From an optimization exercise on the open Yosys and OpenROAD flow, aimed at small area, a short achievable clock period and few clock cycles per item; shortcuts taken in it are not production practice.
Function was not checked in any run shown here: the RTL went through the layout flow alone.
Power is estimated from default activity; no workload was simulated.

==> flow/config.mk <==
export PLATFORM = sky130hd
export DESIGN_NAME = shader_cache_entry_validator_unit
export DESIGN_NICKNAME = shader_cache_entry_validator_unit
export VERILOG_FILES = /design/flow/design.v
export SDC_FILE = /design/flow/constraint.sdc
export NUM_CORES = 4
export LEC_CHECK = 0
export ABC_AREA = 1
export CAP_MARGIN = 20
export CORE_MARGIN = 2
export CORE_UTILIZATION = 40
export SLEW_MARGIN = 20
==> flow/standard.sh <==
#!/bin/bash
# synth_recipe.tcl (not shown) runs the flow's synth.tcl, then flattens the netlist and writes it again
# the make line also repeats each setting of config.mk as NAME=value (left out here)
make -C /OpenROAD-flow-scripts/flow DESIGN_CONFIG=/design/flow/config.mk WORK_HOME=/design/flow/orfs CLKGATE_MAP_FILE= SYNTH_SCRIPT=/design/flow/synth_recipe.tcl "${@:-finish}"
==> flow/constraint.sdc <==
create_clock -name core_clock -period 10.0 [get_ports {clock}]
set_input_delay 2.0000 -clock core_clock [delete_from_list [all_inputs] [get_ports {clock}]]
set_output_delay 2.0000 -clock core_clock [all_outputs]
set_load 0.01 [all_outputs]
==> flow/flow/run.sh <==
#!/bin/bash
# Own layout flow: the standard flow (standard.sh, standard synthesis unchanged) with
# smaller port buffers and a clock tree without dummy loads, set through ORFS's environment
# variables. The flow's full output goes to flow_orfs.log in this folder.
set -euo pipefail
cd "$(dirname "$0")/.."
export BUFFER_PORTS_ARGS="-buffer_cell sky130_fd_sc_hd__buf_1"
export CTS_ARGS="-sink_clustering_enable -repair_clock_nets -dont_use_dummy_load -sink_clustering_size 15 -sink_clustering_max_diameter 50 -buf_list {sky130_fd_sc_hd__clkbuf_4 sky130_fd_sc_hd__clkbuf_8}"
export SETUP_SLACK_MARGIN=5.75
bash standard.sh > flow_orfs.log 2>&1
==> flow/design.v <==
package scev_pkg;
   localparam logic [31:0] HdrMagic   = 32'h3256_5053;
   localparam logic [31:0] SpvMagic   = 32'h0723_0203;
   localparam logic [63:0] FnvBasis   = 64'hCBF2_9CE4_8422_2325;
   localparam logic [31:0] MaxBytesReset = 32'd67108864;
   localparam logic [2:0] VerdictOk     = 3'd0;
   localparam logic [2:0] VerdictSize   = 3'd1;
   localparam logic [2:0] VerdictHeader = 3'd2;
   localparam logic [2:0] VerdictLength = 3'd3;
   localparam logic [2:0] VerdictHash   = 3'd4;
   localparam logic [2:0] VerdictPrefix = 3'd5;
   localparam logic [2:0] VerdictSpirv  = 3'd6;
   function automatic logic [31:0] inc32(input logic [31:0] v);
      logic [4:0] blk;
      logic       c;
      begin
         blk[0] = 1'b1;
         for (int b = 0; b < 4; b++) blk[b + 1] = blk[b] & (&v[8 * b +: 8]);
         for (int b = 0; b < 4; b++) begin
            c = blk[b];
            for (int i = 0; i < 8; i++) begin
               inc32[8 * b + i] = v[8 * b + i] ^ c;
               c = c & v[8 * b + i];
            end
         end
      end
   endfunction
   function automatic logic [31:0] dec32(input logic [31:0] v);
      dec32 = ~inc32(~v);
   endfunction
   function automatic logic [15:0] dec16(input logic [15:0] v);
      logic [31:0] w;
      begin
         w = dec32({16'hFFFF, v});
         dec16 = w[15:0];
      end
   endfunction
   function automatic logic [63:0] fnv_step(input logic [63:0] hash, input logic [7:0] data);
      logic [63:0] x;
      begin
         x = hash ^ {56'd0, data};
         fnv_step = (x << 40) + (x << 9) - (x << 6) - (x << 4) + (x << 1) + x;
      end
   endfunction
endpackage
module scev_fnv_hash (
   input  logic        clock,
   input  logic        consume,    
   input  logic        payload,    
   input  logic        load,       
   input  logic [7:0]  port_byte,
   output logic [63:0] hash
);
   logic [63:0] x, xn, row0, row1, pg_p, pg_g, next, base;
   logic t1, t2, t3, t4, t5, t6, t7, t8, t9, t10, t11, t12, t13, t14, t15, t16;
   logic t17, t18, t19, t20, t21, t22, t23, t24, t25, t26, t27, t28, t29, t30, t31, t32;
   logic t33, t34, t35, t36, t37, t38, t39, t40, t41, t42, t43, t44, t45, t46, t47, t48;
   logic t49, t50, t51, t52, t53, t54, t55, t56, t57, t58, t59, t60, t61, t62, t63, t64;
   logic t65, t66, t67, t68, t69, t70, t71, t72, t73, t74, t75, t76, t77, t78, t79, t80;
   logic t81, t82, t83, t84, t85, t86, t87, t88, t89, t90, t91, t92, t93, t94, t95, t96;
   logic t97, t98, t99, t100, t101, t102, t103, t104, t105, t106, t107, t108, t109, t110, t111, t112;
   logic t113, t114, t115, t116, t117, t118, t119, t120, t121, t122, t123, t124, t125, t126, t127, t128;
   logic t129, t130, t131, t132, t133, t134, t135, t136, t137, t138, t139, t140, t141, t142, t143, t144;
   logic t145, t146, t147, t148, t149, t150, t151, t152, t153, t154, t155, t156, t157, t158, t159, t160;
   logic t161, t162, t163, t164, t165, t166, t167, t168, t169, t170, t171, t172, t173, t174, t175, t176;
   logic t177, t178, t179, t180, t181, t182, t183, t184, t185, t186, t187, t188, t189, t190, t191, t192;
   logic t193, t194, t195, t196, t197, t198, t199, t200, t201, t202, t203, t204, t205, t206, t207, t208;
   logic t209, t210, t211, t212, t213, t214, t215, t216, t217, t218, t219, t220, t221, t222, t223, t224;
   logic t225, t226, t227, t228, t229, t230, t231, t232, t233, t234, t235, t236, t237, t238, t239, t240;
   logic t241, t242, t243, t244, t245, t246, t247, t248, t249, t250, t251, t252, t253, t254, t255, t256;
   logic t257, t258, t259, t260, t261, t262, t263, t264, t265, t266, t267, t268, t269, t270, t271, t272;
   logic t273, t274, t275, t276, t277, t278, t279, t280, t281, t282, t283, t284, t285, t286, t287, t288;
   logic t289, t290, t291, t292, t293, t294, t295, t296, t297, t298, t299, t300, t301, t302, t303, t304;
   logic t305, t306, t307, t308, t309, t310, t311, t312, t313, t314, t315, t316, t317, t318, t319, t320;
   logic t321, t322, t323, t324, t325, t326, t327, t328, t329, t330, t331, t332, t333, t334, t335, t336;
   logic t337, t338, t339, t340, t341, t342, t343, t344, t345, t346, t347, t348, t349, t350, t351, t352;
   logic t353, t354, t355, t356, t357, t358, t359, t360, t361, t362, t363, t364, t365, t366, t367, t368;
   logic t369, t370, t371, t372, t373, t374, t375, t376, t377, t378, t379, t380, t381, t382, t383, t384;
   logic t385, t386, t387, t388, t389, t390, t391, t392, t393, t394, t395, t396, t397, t398, t399, t400;
   logic t401, t402, t403, t404, c1g, c2g, c2p, c3g, c3p, c4g, c4p, c5g, c5p, c6g, c6p, c7g;
   logic c7p, c8g, c8p, c9g, c9p, c10g, c10p, c11g, c11p, c12g, c12p, c13g, c13p, c14g, c14p, c15g;
   logic c15p, c16g, c16p, c17g, c17p, c18g, c18p, c19g, c19p, c20g, c20p, c21g, c21p, c22g, c22p, c23g;
   logic c23p, c24g, c24p, c25g, c25p, c26g, c26p, c27g, c27p, c28g, c28p, c29g, c29p, c30g, c30p, c31g;
   logic c31p, c32g, c32p, c33g, c34g, c35g, c35p, c36g, c36p, c37g, c37p, c38g, c38p, c39g, c39p, c40g;
   logic c40p, c41g, c41p, c42g, c42p, c43g, c43p, c44g, c44p, c45g, c45p, c46g, c46p, c47g, c47p, c48g;
   logic c48p, c49g, c49p, c50g, c50p, c51g, c51p, c52g, c52p, c53g, c53p, c54g, c54p, c55g, c55p, c56g;
   logic c56p, c57g, c57p, c58g, c58p, c59g, c59p, c60g, c60p, c61g, c61p, c62g, c62p, c63g, c63p, c64g;
   logic c64p, c65g, c66g, c67g, c68g, c69g, c69p, c70g, c70p, c71g, c71p, c72g, c72p, c73g, c73p, c74g;
   logic c74p, c75g, c75p, c76g, c76p, c77g, c77p, c78g, c78p, c79g, c79p, c80g, c80p, c81g, c81p, c82g;
   logic c82p, c83g, c83p, c84g, c84p, c85g, c85p, c86g, c86p, c87g, c87p, c88g, c88p, c89g, c89p, c90g;
   logic c90p, c91g, c91p, c92g, c92p, c93g, c93p, c94g, c94p, c95g, c95p, c96g, c96p, c97g, c98g, c99g;
   logic c100g, c101g, c102g, c103g, c104g, c105g, c105p, c106g, c106p, c107g, c107p, c108g, c108p, c109g, c109p, c110g;
   logic c110p, c111g, c111p, c112g, c112p, c113g, c113p, c114g, c114p, c115g, c115p, c116g, c116p, c117g, c117p, c118g;
   logic c118p, c119g, c119p, c120g, c120p, c121g, c121p, c122g, c122p, c123g, c123p, c124g, c124p, c125g, c125p, c126g;
   logic c126p, c127g, c127p, c128g, c128p, c129g, c130g, c131g, c132g, c133g, c134g, c135g, c136g, c137g, c138g, c139g;
   logic c140g, c141g, c142g, c143g, c144g, c145g, c145p, c146g, c146p, c147g, c147p, c148g, c148p, c149g, c149p, c150g;
   logic c150p, c151g, c151p, c152g, c152p, c153g, c153p, c154g, c154p, c155g, c155p, c156g, c156p, c157g, c157p, c158g;
   logic c158p, c159g, c159p, c160g, c160p, c161g, c162g, c163g, c164g, c165g, c166g, c167g, c168g, c169g, c170g, c171g;
   logic c172g, c173g, c174g, c175g, c176g, c177g, c178g, c179g, c180g, c181g, c182g, c183g, c184g, c185g, c186g, c187g;
   logic c188g, c189g, c190g, c191g, c192g;
   assign x  = hash;
   assign xn = ~x;
   assign t1 = ~x[5];
   assign t2 = x[5];
   assign {t4, t3} = x[6] + x[7];
   assign {t6, t5} = x[7] + x[8];
   assign {t8, t7} = x[0] + x[8] + x[9];
   assign {t10, t9} = x[1] + x[9] + x[10];
   assign {t12, t11} = x[2] + x[10] + x[11];
   assign {t14, t13} = x[3] + x[11] + x[12];
   assign {t16, t15} = x[4] + x[12] + x[13];
   assign {t18, t17} = x[5] + x[13] + x[14];
   assign {t20, t19} = x[6] + x[14] + x[15];
   assign {t22, t21} = x[7] + x[15] + x[16];
   assign {t24, t23} = x[8] + x[16] + x[17];
   assign {t26, t25} = x[9] + x[17] + x[18];
   assign {t28, t27} = x[10] + x[18] + x[19];
   assign {t30, t29} = x[11] + x[19] + x[20];
   assign {t32, t31} = x[12] + x[20] + x[21];
   assign {t34, t33} = x[13] + x[21] + x[22];
   assign {t36, t35} = x[14] + x[22] + x[23];
   assign {t38, t37} = x[15] + x[23] + x[24];
   assign {t40, t39} = x[16] + x[24] + x[25];
   assign {t42, t41} = x[17] + x[25] + x[26];
   assign {t44, t43} = x[18] + x[26] + x[27];
   assign {t46, t45} = x[19] + x[27] + x[28];
   assign {t48, t47} = x[20] + x[28] + x[29];
   assign {t50, t49} = x[21] + x[29] + x[30];
   assign {t52, t51} = x[22] + x[30] + x[31];
   assign {t54, t53} = x[23] + x[31] + x[32];
   assign {t56, t55} = x[24] + x[32] + x[33];
   assign {t58, t57} = x[25] + x[33] + x[34];
   assign {t60, t59} = x[26] + x[34] + x[35];
   assign {t62, t61} = x[27] + x[35] + x[36];
   assign {t64, t63} = x[28] + x[36] + x[37];
   assign {t66, t65} = x[29] + x[37] + x[38];
   assign {t68, t67} = x[30] + x[38] + x[39];
   assign {t70, t69} = x[0] + x[31] + x[39];
   assign {t72, t71} = x[40] + xn[34];
   assign {t74, t73} = x[1] + x[32] + x[40];
   assign {t76, t75} = x[41] + xn[35] + xn[37];
   assign {t78, t77} = x[2] + x[33] + x[41];
   assign {t80, t79} = x[42] + xn[36] + xn[38];
   assign {t82, t81} = x[3] + x[34] + x[42];
   assign {t84, t83} = x[43] + xn[37] + xn[39];
   assign {t86, t85} = x[4] + x[35] + x[43];
   assign {t88, t87} = x[44] + xn[38] + xn[40];
   assign {t90, t89} = x[5] + x[36] + x[44];
   assign {t92, t91} = x[45] + xn[39] + xn[41];
   assign {t94, t93} = x[6] + x[37] + x[45];
   assign {t96, t95} = x[46] + xn[40] + xn[42];
   assign {t98, t97} = x[7] + x[38] + x[46];
   assign {t100, t99} = x[47] + xn[41] + xn[43];
   assign {t102, t101} = x[8] + x[39] + x[47];
   assign {t104, t103} = x[48] + xn[42] + xn[44];
   assign {t106, t105} = x[9] + x[40] + x[48];
   assign {t108, t107} = x[49] + xn[43] + xn[45];
   assign {t110, t109} = x[10] + x[41] + x[49];
   assign {t112, t111} = x[50] + xn[44] + xn[46];
   assign {t114, t113} = x[11] + x[42] + x[50];
   assign {t116, t115} = x[51] + xn[45] + xn[47];
   assign {t118, t117} = x[12] + x[43] + x[51];
   assign {t120, t119} = x[52] + xn[46] + xn[48];
   assign {t122, t121} = x[13] + x[44] + x[52];
   assign {t124, t123} = x[53] + xn[47] + xn[49];
   assign {t126, t125} = x[14] + x[45] + x[53];
   assign {t128, t127} = x[54] + xn[48] + xn[50];
   assign {t130, t129} = x[15] + x[46] + x[54];
   assign {t132, t131} = x[55] + xn[49] + xn[51];
   assign {t134, t133} = x[16] + x[47] + x[55];
   assign {t136, t135} = x[56] + xn[50] + xn[52];
   assign {t138, t137} = x[17] + x[48] + x[56];
   assign {t140, t139} = x[57] + xn[51] + xn[53];
   assign {t142, t141} = x[18] + x[49] + x[57];
   assign {t144, t143} = x[58] + xn[52] + xn[54];
   assign {t146, t145} = x[19] + x[50] + x[58];
   assign {t148, t147} = x[59] + xn[53] + xn[55];
   assign {t150, t149} = x[20] + x[51] + x[59];
   assign {t152, t151} = x[60] + xn[54] + xn[56];
   assign {t154, t153} = x[21] + x[52] + x[60];
   assign {t156, t155} = x[61] + xn[55] + xn[57];
   assign {t158, t157} = x[22] + x[53] + x[61];
   assign {t160, t159} = x[62] + xn[56] + xn[58];
   assign {t162, t161} = x[23] + x[54] + x[62];
   assign {t164, t163} = x[63] + xn[57] + xn[59];
   assign t165 = ~x[3];
   assign t166 = x[3];
   assign {t168, t167} = x[4] + x[5];
   assign {t170, t169} = x[6] + xn[0] + xn[2];
   assign {t172, t171} = xn[1] + xn[3] + t2;
   assign {t174, t173} = xn[2] + xn[4] + t4;
   assign {t176, t175} = xn[3] + xn[5] + t6;
   assign {t178, t177} = xn[4] + xn[6] + t8;
   assign {t180, t179} = xn[5] + xn[7] + t10;
   assign {t182, t181} = xn[6] + xn[8] + t12;
   assign {t184, t183} = xn[7] + xn[9] + t14;
   assign {t186, t185} = xn[8] + xn[10] + t16;
   assign {t188, t187} = xn[9] + xn[11] + t18;
   assign {t190, t189} = xn[10] + xn[12] + t20;
   assign {t192, t191} = xn[11] + xn[13] + t22;
   assign {t194, t193} = xn[12] + xn[14] + t24;
   assign {t196, t195} = xn[13] + xn[15] + t26;
   assign {t198, t197} = xn[14] + xn[16] + t28;
   assign {t200, t199} = xn[15] + xn[17] + t30;
   assign {t202, t201} = xn[16] + xn[18] + t32;
   assign {t204, t203} = xn[17] + xn[19] + t34;
   assign {t206, t205} = xn[18] + xn[20] + t36;
   assign {t208, t207} = xn[19] + xn[21] + t38;
   assign {t210, t209} = xn[20] + xn[22] + t40;
   assign {t212, t211} = xn[21] + xn[23] + t42;
   assign {t214, t213} = xn[22] + xn[24] + t44;
   assign {t216, t215} = xn[23] + xn[25] + t46;
   assign {t218, t217} = xn[24] + xn[26] + t48;
   assign {t220, t219} = xn[25] + xn[27] + t50;
   assign {t222, t221} = xn[26] + xn[28] + t52;
   assign {t224, t223} = xn[27] + xn[29] + t54;
   assign {t226, t225} = xn[28] + xn[30] + t56;
   assign {t228, t227} = xn[29] + xn[31] + t58;
   assign {t230, t229} = xn[30] + xn[32] + t60;
   assign {t232, t231} = xn[31] + xn[33] + t62;
   assign {t234, t233} = xn[32] + xn[34] + t64;
   assign {t236, t235} = xn[33] + xn[35] + t66;
   assign {t238, t237} = xn[36] + t68 + t69;
   assign {t240, t239} = t70 + t73 + t72;
   assign {t242, t241} = t74 + t77 + t76;
   assign {t244, t243} = t78 + t81 + t80;
   assign {t246, t245} = t82 + t85 + t84;
   assign {t248, t247} = t86 + t89 + t88;
   assign {t250, t249} = t90 + t93 + t92;
   assign {t252, t251} = t94 + t97 + t96;
   assign {t254, t253} = t98 + t101 + t100;
   assign {t256, t255} = t102 + t105 + t104;
   assign {t258, t257} = t106 + t109 + t108;
   assign {t260, t259} = t110 + t113 + t112;
   assign {t262, t261} = t114 + t117 + t116;
   assign {t264, t263} = t118 + t121 + t120;
   assign {t266, t265} = t122 + t125 + t124;
   assign {t268, t267} = t126 + t129 + t128;
   assign {t270, t269} = t130 + t133 + t132;
   assign {t272, t271} = t134 + t137 + t136;
   assign {t274, t273} = t138 + t141 + t140;
   assign {t276, t275} = t142 + t145 + t144;
   assign {t278, t277} = t146 + t149 + t148;
   assign {t280, t279} = t150 + t153 + t152;
   assign {t282, t281} = t154 + t157 + t156;
   assign {t284, t283} = t158 + t161 + t160;
   assign {t286, t285} = x[4] + xn[0];
   assign {t288, t287} = xn[1] + t166 + t167;
   assign {t290, t289} = t168 + t1 + t169;
   assign {t292, t291} = t3 + t170 + t171;
   assign {t294, t293} = t5 + t172 + t173;
   assign {t296, t295} = t7 + t174 + t175;
   assign {t298, t297} = t9 + t176 + t177;
   assign {t300, t299} = t11 + t178 + t179;
   assign {t302, t301} = t13 + t180 + t181;
   assign {t304, t303} = t15 + t182 + t183;
   assign {t306, t305} = t17 + t184 + t185;
   assign {t308, t307} = t19 + t186 + t187;
   assign {t310, t309} = t21 + t188 + t189;
   assign {t312, t311} = t23 + t190 + t191;
   assign {t314, t313} = t25 + t192 + t193;
   assign {t316, t315} = t27 + t194 + t195;
   assign {t318, t317} = t29 + t196 + t197;
   assign {t320, t319} = t31 + t198 + t199;
   assign {t322, t321} = t33 + t200 + t201;
   assign {t324, t323} = t35 + t202 + t203;
   assign {t326, t325} = t37 + t204 + t205;
   assign {t328, t327} = t39 + t206 + t207;
   assign {t330, t329} = t41 + t208 + t209;
   assign {t332, t331} = t43 + t210 + t211;
   assign {t334, t333} = t45 + t212 + t213;
   assign {t336, t335} = t47 + t214 + t215;
   assign {t338, t337} = t49 + t216 + t217;
   assign {t340, t339} = t51 + t218 + t219;
   assign {t342, t341} = t53 + t220 + t221;
   assign {t344, t343} = t55 + t222 + t223;
   assign {t346, t345} = t57 + t224 + t225;
   assign {t348, t347} = t59 + t226 + t227;
   assign {t350, t349} = t61 + t228 + t229;
   assign {t352, t351} = t63 + t230 + t231;
   assign {t354, t353} = t65 + t232 + t233;
   assign {t356, t355} = t67 + t234 + t235;
   assign {t358, t357} = t71 + t236 + t237;
   assign {t360, t359} = t75 + t238 + t239;
   assign {t362, t361} = t79 + t240 + t241;
   assign {t364, t363} = t83 + t242 + t243;
   assign {t366, t365} = t87 + t244 + t245;
   assign {t368, t367} = t91 + t246 + t247;
   assign {t370, t369} = t95 + t248 + t249;
   assign {t372, t371} = t99 + t250 + t251;
   assign {t374, t373} = t103 + t252 + t253;
   assign {t376, t375} = t107 + t254 + t255;
   assign {t378, t377} = t111 + t256 + t257;
   assign {t380, t379} = t115 + t258 + t259;
   assign {t382, t381} = t119 + t260 + t261;
   assign {t384, t383} = t123 + t262 + t263;
   assign {t386, t385} = t127 + t264 + t265;
   assign {t388, t387} = t131 + t266 + t267;
   assign {t390, t389} = t135 + t268 + t269;
   assign {t392, t391} = t139 + t270 + t271;
   assign {t394, t393} = t143 + t272 + t273;
   assign {t396, t395} = t147 + t274 + t275;
   assign {t398, t397} = t151 + t276 + t277;
   assign {t400, t399} = t155 + t278 + t279;
   assign {t402, t401} = t159 + t280 + t281;
   assign {t404, t403} = t163 + t282 + t283;
   assign row0 = {t402, t400, t398, t396, t394, t392, t390, t388, t386, t384, t382, t380, t378, t376, t374, t372, t370, t368, t366, t364, t362, t360, t358, t356, t354, t352, t350, t348, t346, t344, t342, t340, t338, t336, t334, t332, t330, t328, t326, t324, t322, t320, t318, t316, t314, t312, t310, t308, t306, t304, t302, t300, t298, t296, t294, t292, t290, t288, t286, t165, x[2], x[1], x[0], x[0]};
   assign next = row0 + row1;
   assign row1 = {t403, t401, t399, t397, t395, t393, t391, t389, t387, t385, t383, t381, t379, t377, t375, t373, t371, t369, t367, t365, t363, t361, t359, t357, t355, t353, t351, t349, t347, t345, t343, t341, t339, t337, t335, t333, t331, t329, t327, t325, t323, t321, t319, t317, t315, t313, t311, t309, t307, t305, t303, t301, t299, t297, t295, t293, t291, t289, t287, t285, x[3], x[2], x[1], 1'b0};
   assign base = payload ? next : scev_pkg::FnvBasis;
   always_ff @(posedge clock) begin
      if (consume) begin
         hash[63:8] <= base[63:8];
      end
      if (consume || load) begin
         hash[7:0] <= (consume ? base[7:0] : hash[7:0]) ^ (load ? port_byte : 8'd0);
      end
   end
endmodule
module scev_spirv_walk (
   input  logic       clock,
   input  logic       reset,
   input  logic       step,       
   input  logic       header,     
   input  logic       word,       
   input  logic [7:0] data_byte,
   output logic       bad         
);
   logic [1:0]  lane_ff;    
   logic [2:0]  widx_ff;    
   logic [15:0] skip_ff;    
   logic [7:0]  b2_ff;      
   logic        zero_ff;    
   logic        bad_ff;
   logic [15:0] len;
   logic [7:0]  magic_byte;
   logic        byte_zero;
   logic        bad_now;
   always_comb begin
      len        = {data_byte, b2_ff};
      byte_zero  = data_byte == 8'd0;
      magic_byte = scev_pkg::SpvMagic[8 * lane_ff +: 8];
      bad_now    = 1'b0;
      case (widx_ff)
         3'd0: bad_now = data_byte != magic_byte;
         3'd3: bad_now = lane_ff == 2'd3 && zero_ff && byte_zero;
         3'd4: bad_now = !byte_zero;
         3'd5: bad_now = lane_ff == 2'd3 && skip_ff == 16'd0 && len == 16'd0;
         default: ;
      endcase
   end
   always_ff @(posedge clock) begin
      if (reset) begin
         lane_ff <= '0;
         widx_ff <= '0;
         bad_ff  <= 1'b0;
      end else if (step && header) begin
         lane_ff <= '0;
         widx_ff <= '0;
         bad_ff  <= 1'b0;
      end else if (step && word) begin
         lane_ff <= lane_ff + 2'd1;
         if (bad_now) bad_ff <= 1'b1;
         if (lane_ff == 2'd3 && widx_ff != 3'd5) widx_ff <= widx_ff + 3'd1;
      end
   end
   always_ff @(posedge clock) begin
      if (step && word) begin
         zero_ff <= (lane_ff == 2'd0 || zero_ff) && byte_zero;
         if (lane_ff == 2'd2) b2_ff <= data_byte;
         if (lane_ff == 2'd3) begin
            if (widx_ff != 3'd5) skip_ff <= '0;
            else skip_ff <= scev_pkg::dec16(skip_ff == 16'd0 ? len : skip_ff);
         end
      end
   end
   assign bad = bad_ff || widx_ff != 3'd5 || skip_ff != 16'd0;
endmodule
module shader_cache_entry_validator_unit (
   input  logic        clock,
   input  logic        reset,
   input  logic        req_tvalid,
   output logic        req_tready,
   input  logic [15:0] req_tdata,   
   input  logic        req_tlast,   
   output logic        rsp_tvalid,
   input  logic        rsp_tready,
   output logic [39:0] rsp_tdata,   
   input  logic        csr_valid,
   output logic        csr_ready,
   input  logic [1:0]  csr_index,
   input  logic [31:0] csr_data
);
   logic [31:0] stage_code_ff;
   logic [23:0] contract_len_ff;
   logic [23:0] source_len_ff;
   logic [31:0] max_bytes_ff;
   logic        in_valid_ff;
   logic [7:0]  in_file_ff;
   logic        in_differs_ff;   
   logic        in_last_ff;
   logic [1:0]  owed_ff;         
   logic        ready_ff;
   logic [31:0] pos_ff;          
   logic        payload_ff;      
   logic        words_ff;        
   logic        over_ff;         
   logic        header_bad_ff;
   logic [31:0] word_count_ff;
   logic [31:0] len_left_ff;     
   logic        len_high_ff;     
   logic        len_sum_ok_ff;   
   logic [63:0] hash_field_ff;
   logic        prefix_bad_ff;
   logic        vp_valid_ff;
   logic [2:0]  vp_code_ff;      
   logic        rsp_valid_ff;
   logic [2:0]  rsp_code_ff;
   logic [31:0] rejected_ff;
   logic        take, take_payload, consume, last, header, prefix, word;
   logic [5:0]  hpos;
   logic [7:0]  expect_byte;
   logic        check_byte;
   logic [63:0] hash;
   logic        walk_bad;
   logic [25:0] prefix_end;
   logic        at_prefix_end;
   logic        at_max;
   logic [2:0]  pre_code;
   logic [2:0]  code;
   logic        load_rsp;
   logic [1:0]  owed_next;
   assign csr_ready  = 1'b1;
   assign req_tready = ready_ff;
   assign rsp_tvalid = rsp_valid_ff;
   assign rsp_tdata  = {5'd0, rejected_ff, rsp_code_ff};
   always_ff @(posedge clock) begin
      if (reset) begin
         stage_code_ff   <= '0;
         contract_len_ff <= '0;
         source_len_ff   <= '0;
         max_bytes_ff    <= scev_pkg::MaxBytesReset;
      end else if (csr_valid) begin
         case (csr_index)
            2'd0: stage_code_ff   <= csr_data;
            2'd1: contract_len_ff <= csr_data[23:0];
            2'd2: source_len_ff   <= csr_data[23:0];
            default: max_bytes_ff <= csr_data;
         endcase
      end
   end
   assign take = req_tvalid && ready_ff;
   always_ff @(posedge clock) begin
      in_valid_ff   <= take && !reset;
      in_file_ff    <= req_tdata[7:0];
      in_differs_ff <= req_tdata[7:0] != req_tdata[15:8];
      in_last_ff    <= req_tlast;
   end
   always_comb begin
      owed_next = owed_ff;
      if (take && req_tlast) owed_next = owed_next + 2'd1;
      if (rsp_valid_ff && rsp_tready) owed_next = owed_next - 2'd1;
   end
   always_ff @(posedge clock) begin
      if (reset) begin
         owed_ff  <= '0;
         ready_ff <= 1'b1;
      end else begin
         owed_ff  <= owed_next;
         ready_ff <= !owed_next[1];
      end
   end
   assign consume = in_valid_ff;
   assign last    = in_last_ff;
   assign header  = !payload_ff;
   assign prefix  = payload_ff && !words_ff;
   assign word    = words_ff;
   assign hpos    = pos_ff[5:0];
   assign prefix_end = {2'd0, contract_len_ff} + {2'd0, source_len_ff} + 26'd39;
   assign at_max  = pos_ff == max_bytes_ff;
   assign at_prefix_end = pos_ff == {6'd0, prefix_end};
   always_comb begin
      check_byte  = header && hpos < 6'd20;
      expect_byte = 8'd0;
      case (hpos[4:0])
         5'd0:  expect_byte = scev_pkg::HdrMagic[7:0];
         5'd1:  expect_byte = scev_pkg::HdrMagic[15:8];
         5'd2:  expect_byte = scev_pkg::HdrMagic[23:16];
         5'd3:  expect_byte = scev_pkg::HdrMagic[31:24];
         5'd4:  expect_byte = 8'd2;
         5'd8:  expect_byte = stage_code_ff[7:0];
         5'd9:  expect_byte = stage_code_ff[15:8];
         5'd10: expect_byte = stage_code_ff[23:16];
         5'd11: expect_byte = stage_code_ff[31:24];
         5'd12: expect_byte = contract_len_ff[7:0];
         5'd13: expect_byte = contract_len_ff[15:8];
         5'd14: expect_byte = contract_len_ff[23:16];
         5'd16: expect_byte = source_len_ff[7:0];
         5'd17: expect_byte = source_len_ff[15:8];
         5'd18: expect_byte = source_len_ff[23:16];
         default: expect_byte = 8'd0;
      endcase
   end
   always_ff @(posedge clock) begin
      if (reset) begin
         pos_ff        <= '0;
         payload_ff    <= 1'b0;
         words_ff      <= 1'b0;
         over_ff       <= 1'b0;
         header_bad_ff <= 1'b0;
         len_high_ff   <= 1'b0;
         len_sum_ok_ff <= 1'b0;
      end else if (consume) begin
         if (last) begin
            pos_ff        <= '0;
            payload_ff    <= 1'b0;
            words_ff      <= 1'b0;
            over_ff       <= 1'b0;
            header_bad_ff <= 1'b0;
            len_high_ff   <= 1'b0;
            len_sum_ok_ff <= 1'b0;
         end else begin
            pos_ff <= scev_pkg::inc32(pos_ff);
            if (header && hpos == 6'd39) payload_ff <= 1'b1;
            if (at_max) over_ff <= 1'b1;
            if (check_byte && in_file_ff != expect_byte) header_bad_ff <= 1'b1;
            if (header && hpos[5:2] == 4'd7 && in_file_ff != 8'd0) len_high_ff <= 1'b1;
            if (at_prefix_end) begin
               words_ff <= 1'b1;
               if (len_left_ff == {word_count_ff[29:0], 1'b0, payload_ff} &&
                   word_count_ff[31:30] == 2'd0) len_sum_ok_ff <= 1'b1;
            end
         end
      end
   end
   always_ff @(posedge clock) begin
      if (consume) begin
         if (header) begin
            case (hpos)
               6'd20: word_count_ff[7:0]   <= in_file_ff;
               6'd21: word_count_ff[15:8]  <= in_file_ff;
               6'd22: word_count_ff[23:16] <= in_file_ff;
               6'd23: word_count_ff[31:24] <= in_file_ff;
               6'd24: len_left_ff[7:0]     <= in_file_ff;
               6'd25: len_left_ff[15:8]    <= in_file_ff;
               6'd26: len_left_ff[23:16]   <= in_file_ff;
               6'd27: len_left_ff[31:24]   <= in_file_ff;
               6'd32: hash_field_ff[7:0]   <= in_file_ff;
               6'd33: hash_field_ff[15:8]  <= in_file_ff;
               6'd34: hash_field_ff[23:16] <= in_file_ff;
               6'd35: hash_field_ff[31:24] <= in_file_ff;
               6'd36: hash_field_ff[39:32] <= in_file_ff;
               6'd37: hash_field_ff[47:40] <= in_file_ff;
               6'd38: hash_field_ff[55:48] <= in_file_ff;
               6'd39: hash_field_ff[63:56] <= in_file_ff;
               default: ;
            endcase
         end else begin
            len_left_ff <= scev_pkg::dec32(len_left_ff);
         end
      end
   end
   always_ff @(posedge clock) begin
      if (reset) begin
         prefix_bad_ff <= 1'b0;
      end else if (consume) begin
         if (header) prefix_bad_ff <= 1'b0;
         else if (prefix && in_differs_ff) prefix_bad_ff <= 1'b1;
      end
   end
   assign take_payload = take && (consume ? !last && (payload_ff || hpos == 6'd39) : payload_ff);
   scev_fnv_hash u_hash (
      .clock     (clock),
      .consume   (consume),
      .payload   (payload_ff),
      .load      (take_payload),
      .port_byte (req_tdata[7:0]),
      .hash      (hash)
   );
   scev_spirv_walk u_walk (
      .clock     (clock),
      .reset     (reset),
      .step      (consume),
      .header    (header),
      .word      (word),
      .data_byte (in_file_ff),
      .bad       (walk_bad)
   );
   always_comb begin
      if (over_ff || at_max || (header && hpos != 6'd39)) begin
         pre_code = scev_pkg::VerdictSize;
      end else if (header_bad_ff || (word_count_ff[31:3] == 29'd0 && word_count_ff[2:0] < 3'd5)) begin
         pre_code = scev_pkg::VerdictHeader;
      end else if (!(payload_ff && len_left_ff == 32'd1 && !len_high_ff && len_sum_ok_ff)) begin
         pre_code = scev_pkg::VerdictLength;
      end else begin
         pre_code = scev_pkg::VerdictOk;
      end
   end
   always_comb begin
      if (vp_code_ff != scev_pkg::VerdictOk) code = vp_code_ff;
      else if (hash != hash_field_ff) code = scev_pkg::VerdictHash;
      else if (prefix_bad_ff) code = scev_pkg::VerdictPrefix;
      else if (walk_bad) code = scev_pkg::VerdictSpirv;
      else code = scev_pkg::VerdictOk;
   end
   assign load_rsp = vp_valid_ff && !rsp_valid_ff;
   always_ff @(posedge clock) begin
      if (reset) begin
         vp_valid_ff  <= 1'b0;
         rsp_valid_ff <= 1'b0;
         rejected_ff  <= '0;
      end else begin
         if (consume && last) vp_valid_ff <= 1'b1;
         else if (load_rsp) vp_valid_ff <= 1'b0;
         if (load_rsp) begin
            rsp_valid_ff <= 1'b1;
            if (code != scev_pkg::VerdictOk)
               rejected_ff <= scev_pkg::inc32(rejected_ff) | {32{&rejected_ff}};
         end else if (rsp_tready) begin
            rsp_valid_ff <= 1'b0;
         end
      end
   end
   always_ff @(posedge clock) begin
      if (consume && last) vp_code_ff <= pre_code;
      if (load_rsp) rsp_code_ff <= code;
   end
endmodule
==> qor.csv, run 1 <==
metric,value,unit
outcome,"complete, no violations",
grt_pass1_wl,158000,µm
tightestPinTransition,1110,ps
synth_compound_area_frac,0.119,
power.total,5.19,mW
portBuffers,92,
antenna_left,0,
synth_flop_cell,edfxtp_1,
required,10540,ps
antenna_found_initial,1,
grtUsageMet2,0.388,
crit_arrival,4840,ps
cts-htree-levels,2,
grt_use_met1,0.354,
cp-startpoint,u_hash.hash[33],
power.density,138,nW/µm²
cp-end-kind,flip-flop,
crit_fanout,5,
drc,0,
drt-initial-drc-count,2619,
clock_sinks,427,
slew_headroom,0.259,
grt_setup_unrepaired,yes,
synthArstFlopShare,0,
peakVddDrop,0.103,mV
max_cap_violations,0,
grt_pass1_vias,26500,
dr.pass1.iters,6,
wl,106000,µm
root_buffer,clkbuf_8,
overflow,0,
crit_path_start_kind,flip-flop,
core,77600,µm²
num_rows,102,
yosys.area_share.xor_xnor,0.0419,
maxSlewViolCount,0,
drt-vias-per-instance,5.36,
cp_cell_sequence,buf_6 > buf_4 > fa_2 > fa_1 > inv_1 > fa_1 > inv_1 > ha_4 > nand2_2 > nor2_1 > inv_1 > nor2_4 > inv_1 > o21ai_1 > a221oi_1 > nand2_1 > a21oi_1 > o21ai_1,
grt_usage,0.253,
start_util,0.405,
r2r_slack,5700,ps
crit_type,reg -> reg,
hold_depth,2,
grt_max_degree,109,
layout_common_cells,"inv_1 (674), nand2_1 (521), nor2_1 (349)",
nNetsFinal,4608,
setup_violations,0,
max_stage_delay,530,ps
ioPinCount,99,
final_hold_viol_count,0,
timing.rr.end,u_hash.hash[54],
synth_area,31400,µm²
cts_buffers,58,
clk_pin_slew_worst_paths,80,ps
cts_tree,done,
syn2layout_area_growth,20.0,%
p_leak,16.2,nW
ys_types,68,
synthAdderAreaFrac,0.211,
cp.depth,18,
drive_above_1_share,0.181,
wl_per_cell,20.4,µm
finalSetupTns,0,ps
crit_end,u_hash.hash[54],
detailed_place_hpwl,79100,µm
synthMuxAreaShare,0.000319,
grt_util_met3,0.0543,
dr_total_vias,27800,
synthCells,3838,
synth_edf_count,222,
crit_family,adder cells,
synth_seq_cells,427,
final_common_cell,inv_1,
clock_latency,740,ps
fp.dieW,284,µm
gp_congestion,1.04,
hold_path.class,reg -> reg,
synth_top_family_by_area,adder cells,
synth-seq-area-share,0.343,
finalCriticalPeriod,4300,ps
die-area,80700,µm²
synth-simple-area-share,0.184,
die_y,284,µm
cpMaxStageDelayCell,fa_1,
fin_worst_skew,133,ps
avgSynthCellArea,8.18,µm²
worst-path-buf-inv,6,
fin_crit_sh,0.430,
fmax,0.233,GHz
yosysWarnings,3,
grt.busiest_layer,met2,
r2r_cells,18,
cp_common_cell,inv_1,
clock_path_buffers,3,
reg2reg_from,u_hash.hash[33],
-- report_power, final --
group | internal (mW) | switching (mW) | total, mW | leakage [nW]
Clock | 0.507 | 0.664 | 1.17 | 0.417
Combinational | 0.811 | 1.30 | 2.11 | 12.2
Sequential | 1.87 | 0.0320 | 1.91 | 3.66
-- worst min-delay path by stage --
stage                        endpoint  slack, ps              start
finish              stage_code_ff[29]        460  stage_code_ff[29]
detailed placement  stage_code_ff[20]        450  stage_code_ff[20]
floorplan           stage_code_ff[17]        420  stage_code_ff[17]
global route        stage_code_ff[23]        470  stage_code_ff[23]
CTS                 stage_code_ff[20]        460  stage_code_ff[20]
global placement              over_ff        440            over_ff
-- Yosys cell counts (9+ instances only) --
| cell | count | share of area |
|---|---|---|
| o21bai_1 | 12 | 0.0029 |
| xnor2_1 | 116 | 0.032 |
| dfxtp_1 | 205 | 0.13 |
| edfxtp_1 | 222 | 0.21 |
| a21oi_1 | 279 | 0.044 |
| a31oi_1 | 24 | 0.0048 |
| fa_1 | 193 | 0.12 |
| xor2_1 | 34 | 0.0095 |
| nor3_1 | 29 | 0.0046 |
| nor4_1 | 28 | 0.0056 |
| nand4_1 | 58 | 0.012 |
| o21ai_0 | 247 | 0.039 |
| inv_1 | 723 | 0.086 |
| clkbuf_1 | 61 | 0.0073 |
| nor2_1 | 422 | 0.050 |
| nand2_1 | 583 | 0.070 |
| ha_1 | 220 | 0.088 |
| a21o_1 | 12 | 0.0029 |
| o211ai_1 | 9 | 0.0022 |
| or2_2 | 28 | 0.0056 |
| nand3_1 | 166 | 0.026 |
| o22ai_1 | 21 | 0.0042 |
| or2_1 | 10 | 0.0020 |
| a211oi_1 | 11 | 0.0026 |
-- metal layers --
metal,share of wire,wire [µm],up-vias
li1,-,-,13000
met1,0.43,45600,13300
met2,0.44,46200,1236
met3,0.093,9840,233
met4,0.039,4130,0
met5,0,0,-
-- registers in the layout, summed over array words and instances, names as in the netlist, 24 cells and up --
register	flops
rejected_ff	32
contract_len_ff	24
source_len_ff	24
pos_ff	32
max_bytes_ff	32
hash_field_ff	64
stage_code_ff	32
len_left_ff	32
u_hash.hash	64
word_count_ff	32
-- worst register-to-register path, delay by kind of cell (launching register included) --
family | cells | cell delay (ps)
flops | 1 | 450
simple gates | 4 | 660
compound gates | 4 | 700
fa+ha+maj | 4 | 1680
buf+inv | 6 | 700
-- kinds of logic after synthesis --
family	Yosys count
buffers and inverters	816
flip-flops	427
XOR/XNOR	150
other	2
AO/OA/AOI/OAI	674
adder cells (fa/ha/maj)	413
multiplexers	1
AND/OR/NAND/NOR	1355
-- repair_timing --
action / CTS / global route
hold buffers: 0 / 0
endpoints found under the setup margin: 40 / 42
pin swaps: 39 / 169
hold endpoints to repair: 0 / 0
resized for setup: 220 / 379
setup buffers: 115 / 84
-- cell type report --
class	count	area, µm²
diodes	1	2.50
clock buffers	58	798
fillers	7567	39900
inverters	733	2760
multi-input cells	2599	19800
flip-flops and latches	427	10800
well taps	1040	1300
repair buffers	320	2240
-- metrics by stage --
step | hold WS (ps) | cells | utilization | setup WS (ps) | area (µm²)
2_1_floorplan | 425 | 3842 | - | 6120 | 31400
3_3_place_gp | 440 | 4920 | 0.424 | 4980 | 32900
3_5_place_dp | 446 | 4920 | 0.424 | 5060 | 32900
4_1_cts | 456 | 5093 | 0.458 | 5710 | 35600
5_1_grt | 472 | 5178 | 0.485 | 5530 | 37700
6_report | 459 | 5178 | 0.485 | 5700 | 37700
==> inputs of run 2 (changes only) <==
--- a/flow/flow/run.sh
+++ b/flow/flow/run.sh
@@ -6,5 +6,5 @@
 cd "$(dirname "$0")/.."
 export BUFFER_PORTS_ARGS="-buffer_cell sky130_fd_sc_hd__buf_1"
 export CTS_ARGS="-sink_clustering_enable -repair_clock_nets -dont_use_dummy_load -sink_clustering_size 15 -sink_clustering_max_diameter 50 -buf_list {sky130_fd_sc_hd__clkbuf_4 sky130_fd_sc_hd__clkbuf_8}"
-export SETUP_SLACK_MARGIN=5.75
+export SETUP_SLACK_MARGIN=5.5
 bash standard.sh > flow_orfs.log 2>&1
==> qor.csv, run 2 <==
metric,value,unit,change
reg2reg_from,u_hash.hash[19],,
synth_flop_cell,edfxtp_1,,
cts_buffers,58,,unchanged
cts-htree-levels,2,,unchanged
required,10410,ps,-130 ps
max_stage_delay,620,ps,+90 ps
antenna_left,0,,unchanged
power_frac_comb,0.344,,-0.063
hold_start,stage_code_ff[29],,
drc,0,,unchanged
cp-startpoint,u_hash.hash[19],,
clk_pin_slew_worst_paths,80,ps,about the same
cts_tree,done,,
max_cap_violations,0,,unchanged
root_buffer,clkbuf_8,,
num_rows,102,,unchanged
place_worst_setup_slack,5060,ps,unchanged
intPower,2.93,mW,-8.1%
n_fill_cell,7849,,+3.7%
dr_total_vias,27000,,-2.8%
p_leak,15.6,nW,-3.6%
cpMaxStageDelayCell,fa_1,,
r2r_cells,15,,-3
yosys.area_share.xor_xnor,0.0419,,unchanged
overflow,0,,unchanged
top_regs,"hash_field_ff: 64 flops, u_hash.hash: 64 flops",,
postPlaceCellArea,32900,µm²,unchanged
clock_path_buffers,3,,unchanged
dr.pass1.iters,5,,-1
die_y,284,µm,unchanged
final_hold_viol_count,0,,unchanged
fin_worst_skew,128,ps,-4.71 ps
die-area,80700,µm²,unchanged
pwr-share-clk,0.250,,+0.024
p_seq_frac,0.406,,+0.039
detailed_place_hpwl,79100,µm,unchanged
synth_area,31400,µm²,unchanged
nNetsFinal,4533,,-1.6%
peakVddDrop,0.0996,mV,-3.2%
finalCriticalPeriod,4530,ps,+234 ps
grt_pass1_vias,25800,,-2.6%
yosysWarnings,3,,unchanged
ys_types,68,,unchanged
synthTopCellsByCount,"inv_1 (723), nand2_1 (583), nor2_1 (422), a21oi_1 (279), o21ai_0 (247)",,
ioPinCount,99,,unchanged
multi_input_area,18400,µm²,-7.1%
crit_path_start_kind,flip-flop,,
switching_share,0.375,,-0.00940
hold_slack,458,ps,-1.25 ps
wl,103000,µm,-3.0%
gp_congestion,1.04,,unchanged
grt_max_degree,109,,unchanged
yosys.area.top_type_share,0.212,,unchanged
drt-vias-per-instance,5.29,,-1.3%
core,77600,µm²,unchanged
grt_setup_unrepaired,yes,,
synthMuxAreaShare,0.000319,,unchanged
power_switching,1.76,mW,-12%
synthTopCellsByArea,"edfxtp_1 (21%), dfxtp_1 (13%), fa_1 (12%)",,
synth_edf_count,222,,unchanged
r2r_slack,5470,ps,-230 ps
final_common_cell,inv_1,,
power.total,4.69,mW,-9.5%
grt_pass1_wl,153000,µm,-2.9%
yosysTopAreaCell,edfxtp_1,,
grt_usage,0.248,,-0.00589
outcome,"complete, no violations",,
power.density,132,nW/µm²,-4.2%
crit_fanout,6,,+1
slew_headroom,0.271,,+0.0118
start_util,0.405,,unchanged
crit_type,reg -> reg,,
synth_most_common_cell,inv_1,,
synth-seq-area-share,0.343,,unchanged
dp.cells,4920,,unchanged
fmax,0.221,GHz,-5.2%
fp.dieW,284,µm,unchanged
clock_latency,740,ps,about the same
timing.rr.end,u_hash.hash[62],,
portBuffers,92,,unchanged
tightestPinTransition,1090,ps,-17.7 ps
hold_buffers,0,,unchanged
synthArstFlopShare,0,,unchanged
wl_per_cell,20.1,µm,-1.6%
synth_seq_cells,427,,unchanged
final-seq-area,10800,µm²,unchanged
drt-initial-drc-count,2317,,-12%
layout_common_cells,"inv_1 (719), nand2_1 (562), nor2_1 (385)",,
fin_crit_sh,0.453,,+0.0234
hold_path.class,reg -> reg,,
worstHoldEndpoint,stage_code_ff[29],,
avgSynthCellArea,8.18,µm²,unchanged
antenna_found_initial,4,,+3
synth_top_family_by_area,adder cells,,
maxSlewViolCount,0,,unchanged
syn2layout_area_growth,13.3,%,
fin_ws,5470,ps,-234 ps
synthAdderAreaFrac,0.211,,unchanged
drive_above_1_share,0.109,,-0.0720
cp_cell_sequence,buf_4 > fa_1 > inv_1 > fa_1 > fa_1 > inv_1 > ha_1 > a21oi_1 > nor3_1 > a211oi_1 > o211ai_1 > a21oi_1 > nand2_1 > a21oi_1 > o21ai_0,,
setup_violations,0,,unchanged
finalSetupTns,0,ps,unchanged
finalInstanceArea,35600,µm²,-5.6%
clock_sinks,427,,unchanged
cp-end-kind,flip-flop,,
final_cells,5103,,-1.4%
hold_depth,2,,unchanged
synth-simple-area-share,0.184,,unchanged
synthCells,3838,,unchanged
fin_util,0.458,,-0.0271
crit_arrival,4940,ps,+100 ps
synth_compound_area_frac,0.119,,unchanged
## run 2: cell count changes in the layout (fill, tap and decap cells not counted), sizes merged
cell,delta
buf,-75
clkinvlp,-1
inv,+1
## run 2: worst max-delay path by stage
stage / endpoint / depth (start not counted)
2_1_floorplan: u_hash.hash[63] / 16
3_3_place_gp: u_hash.hash[54] / 14
3_5_place_dp: u_hash.hash[48] / 15
4_1_cts: u_hash.hash[42] / 18
5_1_grt: u_hash.hash[59] / 19
6_report: u_hash.hash[62] / 15
## run 2: cells by family (layout without fill, tap and decap cells)
family,count (synthesis),count (layout)
AOI/OAI and AO/OA,674,674
xor gates and xnor gates,150,150
adders and majority gates,413,413
buffers and inverters,816,1036
DFF,427,427
muxes,1,1
other,2,7
and+or+nand+nor,1355,1355
## run 2: layout make-up
cell class | instances | share of cell area
clock buffer | 58 | 0.0224
multi-input combinational | 2599 | 0.517
tap | 1040 | 0.0366
sequential | 427 | 0.303
inverter | 733 | 0.0774
antenna | 1 | 0.0000704
timing repair buffer | 245 | 0.0439
## run 2: critical path, delay by kind of cell, from the launching register on
| family | cells | cell delay [ps] |
|---|---|---|
| fa+ha+maj | 4 | 2020 |
| compound gates | 6 | 1320 |
| flops | 1 | 420 |
| buf+inv | 3 | 320 |
| simple gates | 2 | 170 |
## run 2: what timing repair did
| item | CTS | global route |
|---|---|---|
| endpoints found under the setup margin | 29 | 37 |
| resized for setup | 34 | 188 |
| gates cloned | 0 | 0 |
| buffers inserted | 52 | 72 |
| pin swaps | 3 | 32 |
## run 2: routing by layer
metal,vias up,share of wire,global-route usage
met5,-,0.00034,0
met2,1135,0.43,0.376
met3,186,0.097,0.0682
li1,12800,-,-
met4,6,0.033,0.0843
met1,12800,0.43,0.339
## run 2: power by group through the flow
stage | sequential (mW) | combinational, mW | clock [mW]
5_1_grt | 1.91 | 1.76 | 1.25
3_5_place_dp | 1.96 | 1.30 | 0
4_1_cts | 1.91 | 1.36 | 1.19
6_report | 1.91 | 1.62 | 1.17
3_3_place_gp | 1.96 | 1.31 | 0
2_1_floorplan | 1.94 | 0.885 | 0

[what the ideal ports hide]
No port has a modelled driver above. Below, the same layouts with a new extraction and two added sets of constraints.
Step 1 assumes that a clkbuf_16 drives the clock port and a buf_2 every other input.
Step 2, shift: input delay + t, output delay - t, t = (earliest + latest rising clock arrival at the registers) / 2. This alone moves slack from input paths to output paths.
a / b / c = ideal ports / drivers / drivers and shift; a / b = the first two.
run | t (ns) | setup WS [ns] | hold slack, ns | worst setup path at the end | slew at the worst register clock pin (ns)
run 1 | 0.735 | 5.700 / 5.700 / 5.478 | 0.459 / 0.459 / 0.459 | input to register | 0.10 / 0.10
run 2 | 0.733 | 5.465 / 5.465 / 5.463 | 0.458 / 0.458 / 0.458 | input to register | 0.09 / 0.09
After both steps setup and hold are still met in every run listed. The setup slack of run 1, which loses most, moves by 0.000 ns with the drivers and by -0.222 ns with both steps.
